This is an optimization exercise on Yosys and OpenROAD, whose aim is a short achievable clock period and few clock cycles per item, not a production implementation.
Function was checked by simulation only, so behaviour that the tests miss may differ from the original.
No activity file was given, so power comes from the tool's default toggle rates.

== run 1 ==
// udp_core_top
module udp_core_top (
    input  logic        ctrl_aclk,
    input  logic        ctrl_aresetn,
    input  logic [31:0] eth_rx_data,
    input  logic [3:0]  eth_rx_keep,
    input  logic        eth_rx_last,
    input  logic        eth_rx_valid,
    output logic        eth_rx_ready,
    output logic [31:0] eth_tx_data,
    output logic [3:0]  eth_tx_keep,
    output logic        eth_tx_last,
    output logic        eth_tx_valid,
    input  logic        eth_tx_ready,
    input  logic        tx_req_valid,
    output logic        tx_req_ready,
    input  logic [47:0] tx_req_dst_mac,
    input  logic [31:0] tx_req_dst_ip,
    input  logic [15:0] tx_req_src_port,
    input  logic [15:0] tx_req_dst_port,
    input  logic [15:0] tx_req_length,
    input  logic [31:0] tx_data_data,
    input  logic [3:0]  tx_data_keep,
    input  logic        tx_data_last,
    input  logic        tx_data_valid,
    output logic [31:0] rx_payload_data,
    output logic [3:0]  rx_payload_keep,
    output logic        rx_payload_last,
    output logic        rx_payload_valid,
    input  logic        rx_payload_ready
);
    logic [31:0] ri_data;
    logic        ri_last;
    logic        ri_v;
    logic [31:0] rs_data;
    logic        rs_last;
    logic        rs_v;
    logic        ri_ready;
    logic        rs_v_n;
    logic [31:0] rxp_data;
    logic [3:0]  rxp_keep;
    logic        rxp_last;
    logic        rxp_valid;
    logic        rxp_fire;
    logic [31:0] os_data;
    logic [3:0]  os_keep;
    logic        os_last;
    logic        os_v;
    logic        o_en;
    logic [36:0] o_new;
    logic [36:0] o_cpy_n;
    always_comb begin
        if (!ri_v || ri_ready) begin
            rs_v_n = 1'b0;
        end else begin
            rs_v_n = rs_v || eth_rx_valid;
        end
    end
  ...
Size: ~7200 cells after synthesis, roughly 3500 flip-flops, about 290 I/O pins, ~120000 um2 of cells after synthesis.
export LEC_CHECK = 0
export CAP_MARGIN = 20
export CORE_MARGIN = 2
export CORE_UTILIZATION = 60
export CTS_CLUSTER_DIAMETER = 80
export CTS_CLUSTER_SIZE = 30
export PLACE_DENSITY = 0.7
export SLEW_MARGIN = 20
create_clock -name core_clock -period 10.0 [get_ports {ctrl_aclk}]
standard.sh (not shown) runs the stock make flow with config.mk's settings and CLKGATE_MAP_FILE= SYNTH_SCRIPT=/design/flow/synth_recipe.tcl, a recipe that flattens the netlist after the stock synthesis.
==> flow/flow/run.sh <==
#!/bin/bash
# The standard layout, with timing repair asked to leave extra setup slack.
set -euo pipefail
export SETUP_SLACK_MARGIN=7.0
bash standard.sh > flow_make.log 2>&1
In summary, run 1 completed successfully, with a layout that passed the timing, DRC and antenna checks.
Testbench counts of run 1, summed over its fixed seeds: cycles 52,143, tx frames 1,200.
Changes in run 2 relative to run 1:
- swapping 60 for 50 in CORE_UTILIZATION
- swapping 0.7 for 0.88 in PLACE_DENSITY
Findings:
Run 2 vs. run 1: average wire per standard cell decreased about 1.8%; combinational group share of total power rose by 0.2 points; height of the chip up about 9%; non-clock buffer count now larger; internal power fell about 1%.
Run 2 against run 1: via count up 3494, total power saw a decrease, ratio of final minimum period to clock period has decreased, stage delay of the slowest cell on the critical path now sits lower.
Count of cell instances traversed by the critical path of run 1 is on par with run 2.
What run 3 does differently from run 2 at the input level:
- swapping 0.88 for 0.78 in PLACE_DENSITY
[summary]
As far as count of buffering cells on the critical path with inverters included is concerned, run 3 and run 2 perform about the same.
Compared with run 2, in run 3 register share of total power shrank by 0.6 points, global-route usage shrank by 0.75 points, area of the placeable core held steady, routed wire length shrank by 13 mm.
On clock buffer count from CTS: run 3 sits above run 2.
Reported for run 3 and run 2, count of cells along the worst hold path turned out identical to the last digit.
| final cycle utilization of the critical path | run 2 vs run 3 | ≈ equal |
In the tables for run 3 and run 2, wire length per cell reads lower with run 3.
Power: run 3 worse than run 2


Starting RTL as in the previous note.
// udp_core_top
module udp_core_top (
    input  logic        ctrl_aclk,
    input  logic        ctrl_aresetn,
    input  logic [31:0] eth_rx_data,
    input  logic [3:0]  eth_rx_keep,
    input  logic        eth_rx_last,
    input  logic        eth_rx_valid,
    output logic        eth_rx_ready,
    output logic [31:0] eth_tx_data,
    output logic [3:0]  eth_tx_keep,
    output logic        eth_tx_last,
    output logic        eth_tx_valid,
    input  logic        eth_tx_ready,
    input  logic        tx_req_valid,
    output logic        tx_req_ready,
    input  logic [47:0] tx_req_dst_mac,
    input  logic [31:0] tx_req_dst_ip,
    input  logic [15:0] tx_req_src_port,
    input  logic [15:0] tx_req_dst_port,
    input  logic [15:0] tx_req_length,
    input  logic [31:0] tx_data_data,
    input  logic [3:0]  tx_data_keep,
    input  logic        tx_data_last,
    input  logic        tx_data_valid,
    output logic [31:0] rx_payload_data,
    output logic [3:0]  rx_payload_keep,
    output logic        rx_payload_last,
    output logic        rx_payload_valid,
    input  logic        rx_payload_ready
);
    logic [31:0] ri_data;
    logic        ri_last;
    logic        ri_v;
    logic [31:0] rs_data;
    logic        rs_last;
    logic        rs_v;
    logic        ri_ready;
    logic        rs_v_n;
    logic [31:0] rxp_data;
    logic [3:0]  rxp_keep;
    logic        rxp_last;
    logic        rxp_valid;
    logic        rxp_fire;
    logic [31:0] os_data;
    logic [3:0]  os_keep;
    logic        os_last;
    logic        os_v;
    logic        o_en;
    logic [36:0] o_new;
    logic [36:0] o_cpy_n;
    always_comb begin
        if (!ri_v || ri_ready) begin
            rs_v_n = 1'b0;
        end else begin
            rs_v_n = rs_v || eth_rx_valid;
        end
    end
    always_ff @(posedge ctrl_aclk) begin
  ...
==> flow/config.mk <==
export PLATFORM = sky130hd
export DESIGN_NAME = udp_core_top
export DESIGN_NICKNAME = udp_core_top
export VERILOG_FILES = /design/flow/design.v
export SDC_FILE = /design/flow/constraint.sdc
export NUM_CORES = 4
export LEC_CHECK = 0
export CAP_MARGIN = 20
export CORE_MARGIN = 2
export CORE_UTILIZATION = 50
export CTS_CLUSTER_DIAMETER = 80
export CTS_CLUSTER_SIZE = 30
export PLACE_DENSITY = 0.65
export SLEW_MARGIN = 20
==> flow/constraint.sdc <==
create_clock -name core_clock -period 10.0 [get_ports {ctrl_aclk}]
set_input_delay 2.0000 -clock core_clock [delete_from_list [all_inputs] [get_ports {ctrl_aclk}]]
set_output_delay 2.0000 -clock core_clock [all_outputs]
set_load 0.01 [all_outputs]
Scripts as last shown in full above: flow/flow/run.sh
The baseline ran to the end with no violations.
Testbench counts at the start, summed over its fixed seeds: cycles 52,143, tx frames 1,200.
Rerun with:
CTS_CLUSTER_DIAMETER = 55   (was 80)
Effect:
- The new run finished with timing, DRC and antenna clean
- power went up by 12%
- hold slack loses 0.012 ns
- register-to-register slack is better by 0.02 ns
- die area stays the same
- combinational power stays flat
- via count went up by 0.70%
- synthesized area is unchanged
- worst setup slack degrades by 0.054 ns

## static timing again, ports no longer ideal
The results above use ideal ports. As a check the final layouts listed here were re-extracted and re-timed, cells and wires unchanged.
Step 1 assumes that a clkbuf_16 drives the clock port and a buf_2 every other input.
Step 2, shift: input delay + t, output delay - t, t = (earliest + latest rising clock arrival at the registers) / 2. This alone moves slack from input paths to output paths.
a / b / c = ideal ports / drivers / drivers and shift; a / b = the first two.
| run | t (ns) | setup slack, ns | slew at the worst register clock pin (ns) | worst slew at a driven data input, ns |
|---|---|---|---|---|
| run 1 | 0.935 | 6.623 / 6.534 / 6.204 | 0.12 / 0.12 | 0.15 |
| run 2 | 0.934 | 6.654 / 6.559 / 6.168 | 0.12 / 0.12 | 0.14 |
| run 3 | 0.940 | 6.657 / 6.565 / 6.170 | 0.12 / 0.12 | 0.15 |
| the first run of note 2 | 0.951 | 6.636 / 6.531 / 6.091 | 0.12 / 0.12 | 0.09 |
| the second run of note 2 | 1.003 | 6.581 / 6.476 / 6.115 | 0.12 / 0.12 | 0.09 |
After both steps setup and hold are still met in every run listed. The setup slack of the first run of note 2, which loses most, moves by -0.105 ns with the drivers and by -0.545 ns with both steps.
